From an optimization exercise on the open Yosys and OpenROAD flow, aimed at small area, a short achievable clock period and few clock cycles per item; shortcuts taken in it are not production practice. The RTL was checked by simulation tests, not by an equivalence proof against the original design. Power and IR drop assume default switching activity.

==> flow/design.v (excerpt) <==
module bitonic_sort_index_sequencer_core
#(
  parameter int unsigned MAX_LOG_SIZE = 16,
  parameter int unsigned MAX_STEP     = 64
) (
  input  logic            clk_i,
  input  logic            rst_ni,
  input  logic            psel,
  input  logic            penable,
  input  logic            pwrite,
  input  logic [2:0]      paddr,
  input  logic [31:0]     pwdata,
  output logic [31:0]     prdata,
  output logic            pready,
  input  logic            in_valid_i,
  output logic            in_stall_o,
  input  logic [bsis_pkg::CHW-1:0]  chunk_index_i,
  output logic            out_valid_o,
  input  logic            out_stall_i,
  output logic [bsis_pkg::IDXW-1:0] element_index_o,
  output logic            past_end_o,
  output logic            last_o
);
  logic [4:0] log_q;
  logic [6:0] step_q;
  logic       sel_q;
  logic       cfg_wr;
  assign cfg_wr = psel && penable && pwrite;
  always_ff @(posedge clk_i or negedge rst_ni) begin
    if (!rst_ni) begin
      log_q  <= 5'd4;
      step_q <= 7'd8;
    end else if (cfg_wr) begin
      if (paddr[2]) step_q <= pwdata[6:0];
      else          log_q  <= pwdata[4:0];
    end
  end
  always_ff @(posedge clk_i) sel_q <= paddr[2];
  assign prdata = sel_q ? {25'd0, step_q} : {27'd0, log_q};
  assign pready = 1'b1;
  logic [4:0] n_eff;
  logic [6:0] s_eff;
  logic [5:0] km1;      
  assign n_eff = (log_q > 5'd16) ? 5'd16 : log_q;
  assign s_eff = (step_q == 7'd0) ? 7'd1 : (step_q > 7'd64) ? 7'd64 : step_q;
  assign km1   = 6'(s_eff - 7'd1);
  logic       valid_q, act_q, pend_q, chk_q, pseek_q, mbusy_q, ev_q;
  logic [2:0] ds_q;
  logic [15:0] o_q;       
  logic        past_o_q, last_q;
  logic [5:0]  k_q;       
  logic [15:0] m_q;       
  ...
Size: about 160 flip-flops, ~120 I/O pins, ~12000 µm² of cells after synthesis.
clock: 8.0 ns
lec_check: 0
abc_clock_period_in_ps: 2000
cap_margin: 20
core_margin: 2
core_utilization: 40
setup_slack_margin: 5
slew_margin: 20
run.sh (not shown) runs the stock make flow with config.mk's settings and CLKGATE_MAP_FILE= SYNTH_SCRIPT=/design/flow/synth_recipe.tcl, a recipe that flattens the netlist after the stock synthesis.
Testbench counts at the start, summed over its fixed seeds: cycles 145,252, items 135,995.
Next try:
Settings changed: SETUP_SLACK_MARGIN 5 to 4.5.
Clock-buffer cell count increases by 4.
Power drops by a few percent.
Via count falls by a few percent.
Area after synthesis stays the same.
Combinational power goes down by roughly a tenth.
Critical path depth fell by 6.
Design area shrinks by a few percent.
Fmax goes down by a little under a tenth.
Worst setup slack is worse by 0.27 ns.
Clock power shrinks by a few percent.
Global-route usage drops by 1.1 points.

---

== build 9 ==
Another version of the RTL of bitonic_sort_index_sequencer_core (not shown whole).
Size: ~160 flip-flops, about 120 I/O pins.
==> flow/config.mk <==
export PLATFORM = sky130hd
export DESIGN_NAME = bitonic_sort_index_sequencer_core
export DESIGN_NICKNAME = bitonic_sort_index_sequencer_core
export VERILOG_FILES = /design/flow/design.v
export SDC_FILE = /design/flow/constraint.sdc
export NUM_CORES = 4
export LEC_CHECK = 0
export CAP_MARGIN = 20
export CORE_MARGIN = 2
export CORE_UTILIZATION = 65
export CTS_BUF_LIST = sky130_fd_sc_hd__clkbuf_8
export CTS_CLUSTER_DIAMETER = 100
export CTS_CLUSTER_SIZE = 30
export SETUP_SLACK_MARGIN = 5
export SLEW_MARGIN = 20
==> flow/constraint.sdc <==
create_clock -name core_clock -period 8.0 [get_ports {clk_i}]
set_input_delay 1.6000 -clock core_clock [delete_from_list [all_inputs] [get_ports {clk_i}]]
set_output_delay 1.6000 -clock core_clock [all_outputs]
set_load 0.01 [all_outputs]
Testbench counts of build 9, summed over its fixed seeds: cycles 144,866, items 135,995.
diff inputs: build 9 => build 79
==> flow/flow/run.sh (new file) <==
#!/bin/bash
# The standard layout (standard synthesis, floorplan, placement, CTS, routing), with two
# changes: the ports are buffered with sky130_fd_sc_hd__buf_2 cells instead of the delay buffer
# buffer_ports picks by default (every input and output port still gets its own buffer), and
# clock tree synthesis adds no dummy loads. The full output of the run goes to flow.log here.
set -euo pipefail
bash standard.sh \
  "BUFFER_PORTS_ARGS=-buffer_cell sky130_fd_sc_hd__buf_2" \
  "CTS_ARGS=-sink_clustering_enable -repair_clock_nets -sink_clustering_size 30 -sink_clustering_max_diameter 100 -buf_list sky130_fd_sc_hd__clkbuf_8 -dont_use_dummy_load" \
  finish > flow.log 2>&1
==> flow/standard.sh (new file) <==
#!/bin/bash
# synth_recipe.tcl (not shown) runs the flow's synth.tcl, then flattens the netlist and writes it again
# the make line also repeats each setting of config.mk as NAME=value (left out here)
make -C /OpenROAD-flow-scripts/flow DESIGN_CONFIG=/design/flow/config.mk WORK_HOME=/design/flow/orfs CLKGATE_MAP_FILE= SYNTH_SCRIPT=/design/flow/synth_recipe.tcl "${@:-finish}"
removed: flow/run.sh
- Row hold slack: build 79 lower / build 9 higher
- Compared with build 9, build 79 shows power lower by 330 uW.
- Of build 79 and build 9, build 9 shows the lower share of the final layout cell area in sequential cells, with build 79 above it.
- Diff build 79 and build 9: number of logic stages on the critical path including buffering higher in build 9
- Build 79 finished every stage and its layout cleared the timing, design-rule and antenna checks.
- Maximum frequency from static timing analysis ended up 0.66% higher on build 79 than on build 9.
- In the reports for build 79 and build 9, the smaller worst endpoint data arrival time belongs to build 79.
- Met1 usage in build 79 vs build 9: down 3.2 points
- Relative to build 9, the non-clock buffer count measured on build 79 has decreased by more than 10%.
- Fraction of the cycle the final worst path needs (build 79 over build 9): decrease, 0.25 points
The inputs of build 13 differ from those of build 79 as listed below.
==> flow/flow/run.sh <==
#!/bin/bash
# The standard layout (standard synthesis, floorplan, placement, CTS, routing), with one
# change: the ports are buffered with sky130_fd_sc_hd__buf_2 cells instead of the delay buffer
# buffer_ports picks by default. Every input and output port still gets its own buffer.
# The full output of the run goes to flow.log in this folder.
set -euo pipefail
bash standard.sh "BUFFER_PORTS_ARGS=-buffer_cell sky130_fd_sc_hd__buf_2" finish > flow.log 2>&1
Notes after the runs:
- Diff build 79 -> build 13: delay of the slowest cell on the worst path saw a decrease; overall power consumption grew by 3.9%; final worst slack went up.
Relative to build 13, the following input files were edited for build 5:
Settings: a change of CORE_UTILIZATION from 65 to 70.
==> flow/flow/run.sh <==
#!/bin/bash
# The standard layout (standard synthesis, floorplan, placement, CTS, routing), with two
# changes: the ports are buffered with sky130_fd_sc_hd__buf_2 cells instead of the delay buffer
# buffer_ports picks by default (every input and output port still gets its own buffer), and
# clock tree synthesis adds no dummy loads. The full output of the run goes to flow.log here.
set -euo pipefail
bash standard.sh \
  "BUFFER_PORTS_ARGS=-buffer_cell sky130_fd_sc_hd__buf_2" \
  "CTS_ARGS=-sink_clustering_enable -repair_clock_nets -sink_clustering_size 30 -sink_clustering_max_diameter 100 -buf_list sky130_fd_sc_hd__clkbuf_8 -dont_use_dummy_load" \
  finish > flow.log 2>&1
## What came out
Relative to build 13, headroom to the max-slew limit decreased by 3.1 points in build 5.
Summary of build 5 over build 13: number of non-clock buffers rose by 2; cell count fell by about 1.3%; fmax fell by about 4%; number of vias after detailed routing rose by 1.2%.
Build 5 ended up with x_q[2]$_SDFF_PP0_ as its endpoint of the worst setup timing path; build 13 ended up with element_index_o[1].
Build 5: power of the sequential group about 3% above build 13
The number of buffers between clock root and the deepest sink on build 5 is in line with that on build 13.
Sort build 13 and build 5 by critical path depth desc -> top: build 5
Delta (build 5 minus build 13): net switching fraction of the power moved up, initial core utilization moved up, post-layout worst setup margin moved down.

## separate check: timing with driven ports
No port has a modelled driver above. Below, the same layouts with a new extraction and two added sets of constraints.
Step 1: set_driving_cell puts a clkbuf_16 on clk_i and a buf_2 on each other input, an assumption about the parent block.
Step 2 adds t to the input delays and takes it off the output delays; t is the mean of the earliest and latest rising clock arrival at the registers after step 1. Input paths then give back, and output paths get back, about the clock's delay inside the block.
Slacks: ideal / step 1 / step 2; pairs: ideal / step 1.
run	shift t [ns]	slack for setup (ns)	pins driven straight from the clock port
the first run of note 1	0.486	4.818 / 4.818 / 4.567	1
the second run of note 1	0.485	4.552 / 4.569 / 4.084	1
build 9	0.520	4.981 / 4.935 / 4.592	1
build 79	0.505	5.001 / 4.956 / 4.572	1
build 13	0.532	5.019 / 4.974 / 4.559	1
build 5	0.504	4.902 / 4.902 / 4.509	1
After both steps setup and hold are still met in every run listed. The setup slack of the second run of note 1, which loses most, moves by +0.017 ns with the drivers and by -0.468 ns with both steps.
